This is an optimization exercise on Yosys and OpenROAD, whose aim is small area, a short achievable clock period and few clock cycles, not a production implementation.
At most, simulation tests tie the RTL to the original design; equivalence was not proved.
Power is estimated from default activity; no workload was simulated.

Setup of alpha:
==> flow/design.v <==
`default_nettype none
package isa_pkg;
    localparam int xlen = 32;
    localparam int reg_idx_w = 5;
    localparam int instr_bytes = 4;
    localparam int shamt_w = 5;
endpackage
`default_nettype wire
`default_nettype none
package exu_pkg;
    localparam int dec_op_w = 4;
    typedef enum logic [0:0] {
        unit_rglr = 1'b0,
        unit_brch = 1'b1
    } exu_unit_e;
    typedef enum logic [dec_op_w-1:0] {
        rop_add   = 4'd0,
        rop_sub   = 4'd1,
        rop_and   = 4'd2,
        rop_or    = 4'd3,
        rop_xor   = 4'd4,
        rop_sll   = 4'd5,
        rop_srl   = 4'd6,
        rop_sra   = 4'd7,
        rop_slt   = 4'd8,
        rop_sltu  = 4'd9,
        rop_lui   = 4'd10,
        rop_auipc = 4'd11
    } rglr_op_e;
    typedef enum logic [2:0] {
        bop_beq  = 3'd0,
        bop_bne  = 3'd1,
        bop_blt  = 3'd2,
        bop_bge  = 3'd3,
        bop_bltu = 3'd4,
        bop_bgeu = 3'd5,
        bop_jal  = 3'd6,
        bop_jalr = 3'd7
    } brch_op_e;
    typedef enum logic [3:0] {
        alu_add   = 4'd0,
        alu_sub   = 4'd1,
        alu_and   = 4'd2,
        alu_or    = 4'd3,
        alu_xor   = 4'd4,
        alu_sll   = 4'd5,
        alu_srl   = 4'd6,
        alu_sra   = 4'd7,
        alu_slt   = 4'd8,
        alu_sltu  = 4'd9,
        alu_pass2 = 4'd10
    } alu_op_e;
endpackage
`default_nettype wire
`timescale 1ns/1ps
`default_nettype none
import isa_pkg::*;
import exu_pkg::*;
module exu_top
(
    input  wire logic                 clk,
    input  wire logic                 reset,
    input  wire logic                 dec_op_vld,
    output logic                      dec_op_rdy,
    input  wire logic                 dec_unit,
    input  wire logic [dec_op_w-1:0]  dec_op,
    input  wire logic                 dec_use_imm,
    input  wire logic [reg_idx_w-1:0] dec_rd_idx,
    input  wire logic [xlen-1:0]      dec_pc,
    input  wire logic [xlen-1:0]      dec_imm,
    input  wire logic [xlen-1:0]      rs1_rdata,
    input  wire logic [xlen-1:0]      rs2_rdata,
    output logic                      gpr_wbck_vld,
    input  wire logic                 gpr_wbck_rdy,
    output logic [reg_idx_w-1:0]      gpr_wbck_idx,
    output logic [xlen-1:0]           gpr_wbck_wdata,
    output logic                      pipe_flush_req,
    input  wire logic                 pipe_flush_ack,
    output logic [xlen-1:0]           pipe_flush_pc_op1,
    output logic [xlen-1:0]           pipe_flush_pc_op2
);
    logic            w_free;
    logic            f_free;
    logic            accept;
    logic            is_brch;
    logic            is_jump;
    logic            is_lui;
    logic            is_auipc;
    logic            sel_imm;
    logic            use_pc;
    logic            do_sub;
    logic [xlen-1:0] a;
    logic [xlen-1:0] y;
    logic [xlen-1:0] opa;
    logic [xlen-1:0] opb;
    logic [xlen-1:0] sum;
    logic [xlen-1:0] xor_res;
    logic [xlen-1:0] shf_in;
    logic [xlen-1:0] shf_out;
    logic [xlen-1:0] shf_res;
    logic            shf_fill;
    logic [shamt_w-1:0] shamt;
    logic            shf_left;
    logic            lt_s;
    logic            lt_u;
    logic            lt;
    logic            eq;
    logic            taken;
    logic            needs_w;
    logic            use_a;
    logic            a_pos;
    logic            a_neg;
    logic            y_imm;
    logic            y_rs2;
    logic            sel_and;
    logic            sel_or;
    logic            sel_xor;
    logic            sel_sll;
    logic            sel_shr;
    logic            sel_slt;
    logic            sel_ltu;
    logic            sel_sum;
    logic [xlen-1:0] gen;
    logic [xlen-1:0] prp;
    logic [xlen-1:0] cry;
    logic [xlen-1:0] other;
    logic [xlen-1:0] res_c0;
    logic [xlen-1:0] res_c1;
    logic [xlen-1:0] res;
    assign w_free = !gpr_wbck_vld || gpr_wbck_rdy;
    assign f_free = !pipe_flush_req || pipe_flush_ack;
    assign dec_op_rdy = (w_free || !needs_w) && (f_free || !is_brch);
    assign accept     = dec_op_vld && dec_op_rdy;
    assign is_brch  = (dec_unit == unit_brch);
    assign is_jump  = is_brch && (dec_op[2:1] == 2'b11);
    assign is_lui   = !is_brch && (dec_op == rop_lui);
    assign is_auipc = !is_brch && (dec_op == rop_auipc);
    assign needs_w  = !is_brch || is_jump;
    assign sel_imm = !is_brch && (dec_use_imm || is_lui || is_auipc);
    assign a       = rs1_rdata;
    assign y_imm   = sel_imm && !is_jump;
    assign y_rs2   = !sel_imm && !is_jump;
    always_comb begin
        y = ({xlen{y_imm}} & dec_imm) | ({xlen{y_rs2}} & rs2_rdata);
        y[2] = y[2] | is_jump;
    end
    assign use_pc = is_auipc || is_jump;
    assign use_a  = !use_pc && !is_lui;
    assign do_sub = is_brch ? !is_jump : (dec_op == rop_sub || dec_op == rop_slt || dec_op == rop_sltu);
    assign a_pos  = use_a && !do_sub;
    assign a_neg  = use_a && do_sub;
    assign opa    = ({xlen{a_pos}} & a) | ({xlen{a_neg}} & ~a) | ({xlen{use_pc}} & dec_pc);
    assign opb    = y;
    always_comb begin
        logic [xlen-1:0] gg, pp;
        gen = opa & opb;
        prp = opa ^ opb;
        gg  = gen;
        pp  = prp;
        for (int l = 0; l < 5; l++) begin
            for (int i = 0; i < xlen; i++) begin
                if (((i >> l) & 1) == 1) begin
                    gg[i] = gg[i] | (pp[i] & gg[((i >> l) << l) - 1]);
                    pp[i] = pp[i] & pp[((i >> l) << l) - 1];
                end
            end
        end
        cry = {gg[xlen-2:0], 1'b0};
    end
    assign sum = prp ^ cry ^ {xlen{do_sub}};
    assign lt_s = (a[xlen-1] != y[xlen-1]) ? a[xlen-1] : sum[xlen-1];
    assign lt_u = (a[xlen-1] != y[xlen-1]) ? y[xlen-1] : sum[xlen-1];
    assign xor_res = a ^ y;
    assign eq      = (xor_res == '0);
    always_comb begin
        case (dec_op[2:1])
            2'b00:   lt = eq;
            2'b01:   lt = lt_s;
            2'b10:   lt = lt_u;
            default: lt = 1'b0;
        endcase
        taken = is_jump || (lt ^ dec_op[0]);
    end
    assign shf_left = !dec_op[1];
    assign shf_fill = dec_op[1] && dec_op[0] && a[xlen-1];
    always_comb begin
        for (int i = 0; i < xlen; i++) shf_in[i] = shf_left ? a[xlen-1-i] : a[i];
    end
    assign shamt   = dec_use_imm ? dec_imm[shamt_w-1:0] : rs2_rdata[shamt_w-1:0];
    assign shf_out = $signed({shf_fill, shf_in}) >>> shamt;
    always_comb begin
        for (int i = 0; i < xlen; i++) shf_res[i] = shf_out[xlen-1-i];
    end
    assign sel_and = !is_brch && (dec_op == rop_and);
    assign sel_or  = !is_brch && (dec_op == rop_or);
    assign sel_xor = !is_brch && (dec_op == rop_xor);
    assign sel_sll = !is_brch && (dec_op == rop_sll);
    assign sel_shr = !is_brch && (dec_op == rop_srl || dec_op == rop_sra);
    assign sel_slt = !is_brch && (dec_op == rop_slt);
    assign sel_ltu = !is_brch && (dec_op == rop_sltu);
    assign sel_sum = !(sel_and || sel_or || sel_xor || sel_sll || sel_shr || sel_slt || sel_ltu);
    assign other = ({xlen{sel_and || sel_or}}  & (a & y))
                 | ({xlen{sel_or || sel_xor}}  & xor_res)
                 | ({xlen{sel_sll}} & shf_res)
                 | ({xlen{sel_shr}} & shf_out)
                 | xlen'((sel_slt && lt_s) || (sel_ltu && lt_u));
    assign res_c0 = sel_sum ? (prp ^ {xlen{do_sub}}) : other;
    assign res_c1 = sel_sum ? ~(prp ^ {xlen{do_sub}}) : other;
    always_comb begin
        for (int i = 0; i < xlen; i++) res[i] = cry[i] ? res_c1[i] : res_c0[i];
    end
    always_ff @(posedge clk) begin
        if (reset) begin
            gpr_wbck_vld <= 1'b0;
        end else if (w_free) begin
            gpr_wbck_vld <= accept && needs_w;
        end
    end
    always_ff @(posedge clk) begin
        if (w_free) begin
            gpr_wbck_idx   <= dec_rd_idx;
            gpr_wbck_wdata <= res;
        end
    end
    always_ff @(posedge clk) begin
        if (reset) begin
            pipe_flush_req <= 1'b0;
        end else if (f_free) begin
            pipe_flush_req <= accept && is_brch && taken;
        end
    end
    always_ff @(posedge clk) begin
        if (f_free) begin
            pipe_flush_pc_op1 <= (dec_op[0] && is_jump) ? a : dec_pc;
            pipe_flush_pc_op2 <= dec_imm;
        end
    end
endmodule
`default_nettype wire
==> flow/config.mk <==
export PLATFORM = sky130hd
export DESIGN_NAME = exu_top
export DESIGN_NICKNAME = exu_top
export VERILOG_FILES = /design/flow/design.v
export SDC_FILE = /design/flow/constraint.sdc
export NUM_CORES = 4
export LEC_CHECK = 0
export CAP_MARGIN = 20
export CORE_MARGIN = 2
export CORE_UTILIZATION = 40
export CTS_BUF_LIST = sky130_fd_sc_hd__clkbuf_8
export SETUP_SLACK_MARGIN = 4.5
export SLEW_MARGIN = 20
export TNS_END_PERCENT = 0
==> flow/constraint.sdc <==
create_clock -name core_clock -period 9.0 [get_ports {clk}]
set_input_delay 1.8000 -clock core_clock [delete_from_list [all_inputs] [get_ports {clk}]]
set_output_delay 1.8000 -clock core_clock [all_outputs]
set_load 0.01 [all_outputs]
standard.sh (not shown) runs the stock make flow with config.mk's settings and CLKGATE_MAP_FILE= SYNTH_SCRIPT=/design/flow/synth_recipe.tcl, a recipe that flattens the netlist after the stock synthesis.
==> flow/flow/run.sh <==
#!/bin/bash
# Standard ORFS layout, with the port buffers made from the smallest plain buffer.
set -euo pipefail
export BUFFER_PORTS_ARGS="-buffer_cell sky130_fd_sc_hd__buf_1"
bash standard.sh > standard_flow.log 2>&1
Testbench counts of alpha, summed over its fixed seeds: cycles 17,772.
## Diff of input files: gamma against alpha
--- a/flow/design.v
+++ b/flow/design.v
@@ -109,8 +109,4 @@
     logic            needs_w;
     logic            use_a;
-    logic            a_pos;
-    logic            a_neg;
-    logic            y_imm;
-    logic            y_rs2;
     logic            sel_and;
     logic            sel_or;
@@ -139,17 +135,10 @@
     assign sel_imm = !is_brch && (dec_use_imm || is_lui || is_auipc);
     assign a       = rs1_rdata;
-    assign y_imm   = sel_imm && !is_jump;
-    assign y_rs2   = !sel_imm && !is_jump;
-    always_comb begin
-        y = ({xlen{y_imm}} & dec_imm) | ({xlen{y_rs2}} & rs2_rdata);
-        y[2] = y[2] | is_jump;
-    end
+    assign y       = sel_imm ? dec_imm : rs2_rdata;
     assign use_pc = is_auipc || is_jump;
     assign use_a  = !use_pc && !is_lui;
     assign do_sub = is_brch ? !is_jump : (dec_op == rop_sub || dec_op == rop_slt || dec_op == rop_sltu);
-    assign a_pos  = use_a && !do_sub;
-    assign a_neg  = use_a && do_sub;
-    assign opa    = ({xlen{a_pos}} & a) | ({xlen{a_neg}} & ~a) | ({xlen{use_pc}} & dec_pc);
-    assign opb    = y;
+    assign opa    = ({xlen{use_a}} & (a ^ {xlen{do_sub}})) | ({xlen{use_pc}} & dec_pc);
+    assign opb    = is_jump ? xlen'(instr_bytes) : y;
     always_comb begin
         logic [xlen-1:0] gg, pp;
Findings:
alpha ended up with gpr_wbck_wdata[21]$_DFFE_PP_ as its timing endpoint of the critical path; gamma ended up with gpr_wbck_wdata[0]$_DFFE_PP_.
alpha → gamma: global-route wire length before repair lower; first-iteration DRC count lower; worst-case clock skew higher; sequential share of layout area higher; total number of vias lower.
In gamma the post-synthesis compound-gate area fraction turned out 4.0 points lower than in alpha.
Final design instance area without fill for gamma: 690 µm² down relative to alpha
In gamma, overall power is lower than in alpha.
Master of the slowest instance on the critical path = sky130_fd_sc_hd__a2111oi_4: gamma; master of the slowest instance on the critical path = sky130_fd_sc_hd__a2111oi_0: alpha
For gamma, the combinational family with the most area after synthesis was multiplexers, unlike alpha, where it was compound AO/OA/AOI/OAI gates.
Going from alpha to gamma, the least setup slack across all paths after layout was found to have gone down by 0.22 ns.
Testbench counts of gamma, summed over its fixed seeds: cycles 17,772.

== lane 2 ==
RTL: the design.v shown in full above, as it stands there.
Settings: LEC_CHECK=0, ABC_AREA=1, CAP_MARGIN=20, CORE_MARGIN=2, CORE_UTILIZATION=40, SETUP_SLACK_MARGIN=5.0, SLEW_MARGIN=20, TNS_END_PERCENT=0; clock period 9.0 ns.
Scripts as last shown in full above: flow/flow/run.sh
Testbench counts of lane 2, summed over its fixed seeds: cycles 17,772.
Changes in lane 5 relative to lane 2:
--- a/flow/design.v
+++ b/flow/design.v
@@ -95,5 +95,4 @@
     logic [xlen-1:0] opb;
     logic [xlen-1:0] sum;
-    logic [xlen-1:0] xor_res;
     logic [xlen-1:0] shf_in;
     logic [xlen-1:0] shf_out;
@@ -171,6 +170,5 @@
     assign lt_s = (a[xlen-1] != y[xlen-1]) ? a[xlen-1] : sum[xlen-1];
     assign lt_u = (a[xlen-1] != y[xlen-1]) ? y[xlen-1] : sum[xlen-1];
-    assign xor_res = a ^ y;
-    assign eq      = (xor_res == '0);
+    assign eq      = (prp == '1);
     always_comb begin
         case (dec_op[2:1])
@@ -200,6 +198,6 @@
     assign sel_ltu = !is_brch && (dec_op == rop_sltu);
     assign sel_sum = !(sel_and || sel_or || sel_xor || sel_sll || sel_shr || sel_slt || sel_ltu);
-    assign other = ({xlen{sel_and || sel_or}}  & (a & y))
-                 | ({xlen{sel_or || sel_xor}}  & xor_res)
+    assign other = ({xlen{sel_and || sel_or}}  & gen)
+                 | ({xlen{sel_or || sel_xor}}  & prp)
                  | ({xlen{sel_sll}} & shf_res)
                  | ({xlen{sel_shr}} & shf_out)
--- outcome ---
- Both conditions hold for lane 5: the flow ran to the end and the final layout passed the timing, DRC and antenna checks.
- Looking at core utilization, lane 5 sits above lane 2.
- For ratio of routed vias to standard cells, lane 2 and lane 5 come out practically identical.
- Compared with lane 2, lane 5 has less setup slack.
- Lower synthesized net count goes to lane 2 over lane 5.
- Against lane 2 as the reference, lane 5 delivers a higher parity-gate share of the synthesized area counting xor and xnor cells.
- Changes observed in lane 5 relative to lane 2: achievable clock frequency went down; power in the clock group increased about 6%.
- Lane 5 against lane 2: global-route wire length before repair moved down; gate count of the mapped netlist up about 3%; die outline height lost about 1.6%; buffer share of cell area now sits higher.
The RTL of lane 5 was laid out without a check of its function.

## the reference run
RTL: the design.v shown in full above, as it stands there.
==> flow/config.mk <==
export PLATFORM = sky130hd
export DESIGN_NAME = exu_top
export DESIGN_NICKNAME = exu_top
export VERILOG_FILES = /design/flow/design.v
export SDC_FILE = /design/flow/constraint.sdc
export NUM_CORES = 4
export LEC_CHECK = 0
export ABC_AREA = 1
export CAP_MARGIN = 20
export CORE_MARGIN = 2
export CORE_UTILIZATION = 40
export SETUP_SLACK_MARGIN = 4.5
export SLEW_MARGIN = 20
export TNS_END_PERCENT = 0
==> flow/constraint.sdc <==
create_clock -name core_clock -period 9.0 [get_ports {clk}]
set_input_delay 1.8000 -clock core_clock [delete_from_list [all_inputs] [get_ports {clk}]]
set_output_delay 1.8000 -clock core_clock [all_outputs]
set_load 0.01 [all_outputs]
Scripts as last shown in full above: flow/flow/run.sh
Testbench counts of the reference run, summed over its fixed seeds: cycles 17,772.
Setup changes, the reference run to the trial run
--- a/flow/design.v
+++ b/flow/design.v
@@ -157,12 +157,16 @@
         prp = opa ^ opb;
         gg  = gen;
         pp  = prp;
-        for (int l = 0; l < 5; l++) begin
-            for (int i = 0; i < xlen; i++) begin
-                if (((i >> l) & 1) == 1) begin
-                    gg[i] = gg[i] | (pp[i] & gg[((i >> l) << l) - 1]);
-                    pp[i] = pp[i] & pp[((i >> l) << l) - 1];
-                end
+        for (int l = 1; l < xlen; l = l * 2) begin
+            for (int i = 2 * l - 1; i < xlen; i = i + 2 * l) begin
+                gg[i] = gg[i] | (pp[i] & gg[i - l]);
+                pp[i] = pp[i] & pp[i - l];
+            end
+        end
+        for (int l = xlen / 4; l >= 1; l = l / 2) begin
+            for (int i = 3 * l - 1; i < xlen; i = i + 2 * l) begin
+                gg[i] = gg[i] | (pp[i] & gg[i - l]);
+                pp[i] = pp[i] & pp[i - l];
             end
         end
         cry = {gg[xlen-2:0], 1'b0};
Notes after the runs:
Clock sink count came out exactly the same in the reference run and the trial run.
Relative to the reference run, flip-flop and latch share of the layout cell area has increased by 0.18 points in the trial run.
The trial run: reported leakage power 3.8% above the reference run
Compared with the reference run, the trial run instantiates a larger number of standard cells.
The trial run against the reference run; instance count after placement with tap cells included is up slightly.
For the reference run, the highest-delay cell along the critical path was ha_4, unlike the trial run, where it was or3_1.
Compared the reference run against the trial run; cell area after placement within noise.
Function not checked in the trial run: the RTL went through the layout flow alone.

port drivers added, routing unchanged:
No port has a modelled driver above. Below, the same layouts with a new extraction and two added sets of constraints. Step 1, drivers: a clkbuf_16 drives clk and a buf_2 each remaining input, both assumed. Step 2 times the ports against the registers' clock, not the clock port: input delays grow and output delays shrink by t, the midpoint of the rising clock arrivals with the driver on. Three values: ideal ports, drivers, drivers and shift; two values: the first two.
| run | shift t [ns] | setup WS [ns] | clock arrival spread, ns | worst register clock-pin slew, ns | worst data-port slew with drivers (ns) |
|---|---|---|---|---|---|
| alpha | 0.455 | 4.116 / 4.120 / 3.665 | 0.008 / 0.007 | 0.11 / 0.11 | 0.06 |
| gamma | 0.432 | 3.899 / 3.907 / 3.475 | 0.012 / 0.012 | 0.11 / 0.11 | 0.05 |
| lane 2 | 0.418 | 4.451 / 4.457 / 4.039 | 0.017 / 0.018 | 0.09 / 0.09 | 0.05 |
| lane 5 | 0.406 | 4.262 / 4.258 / 3.852 | 0.017 / 0.016 | 0.09 / 0.09 | 0.08 |
| the reference run | 0.405 | 4.406 / 4.320 / 3.945 | 0.016 / 0.015 | 0.08 / 0.08 | 0.16 |
| the trial run | 0.406 | 4.136 / 4.137 / 3.731 | 0.016 / 0.016 | 0.08 / 0.08 | 0.08 |
After both steps every run listed still meets setup and hold. The setup slack of the reference run, which loses most, moves by -0.086 ns with the drivers and by -0.461 ns with both steps.
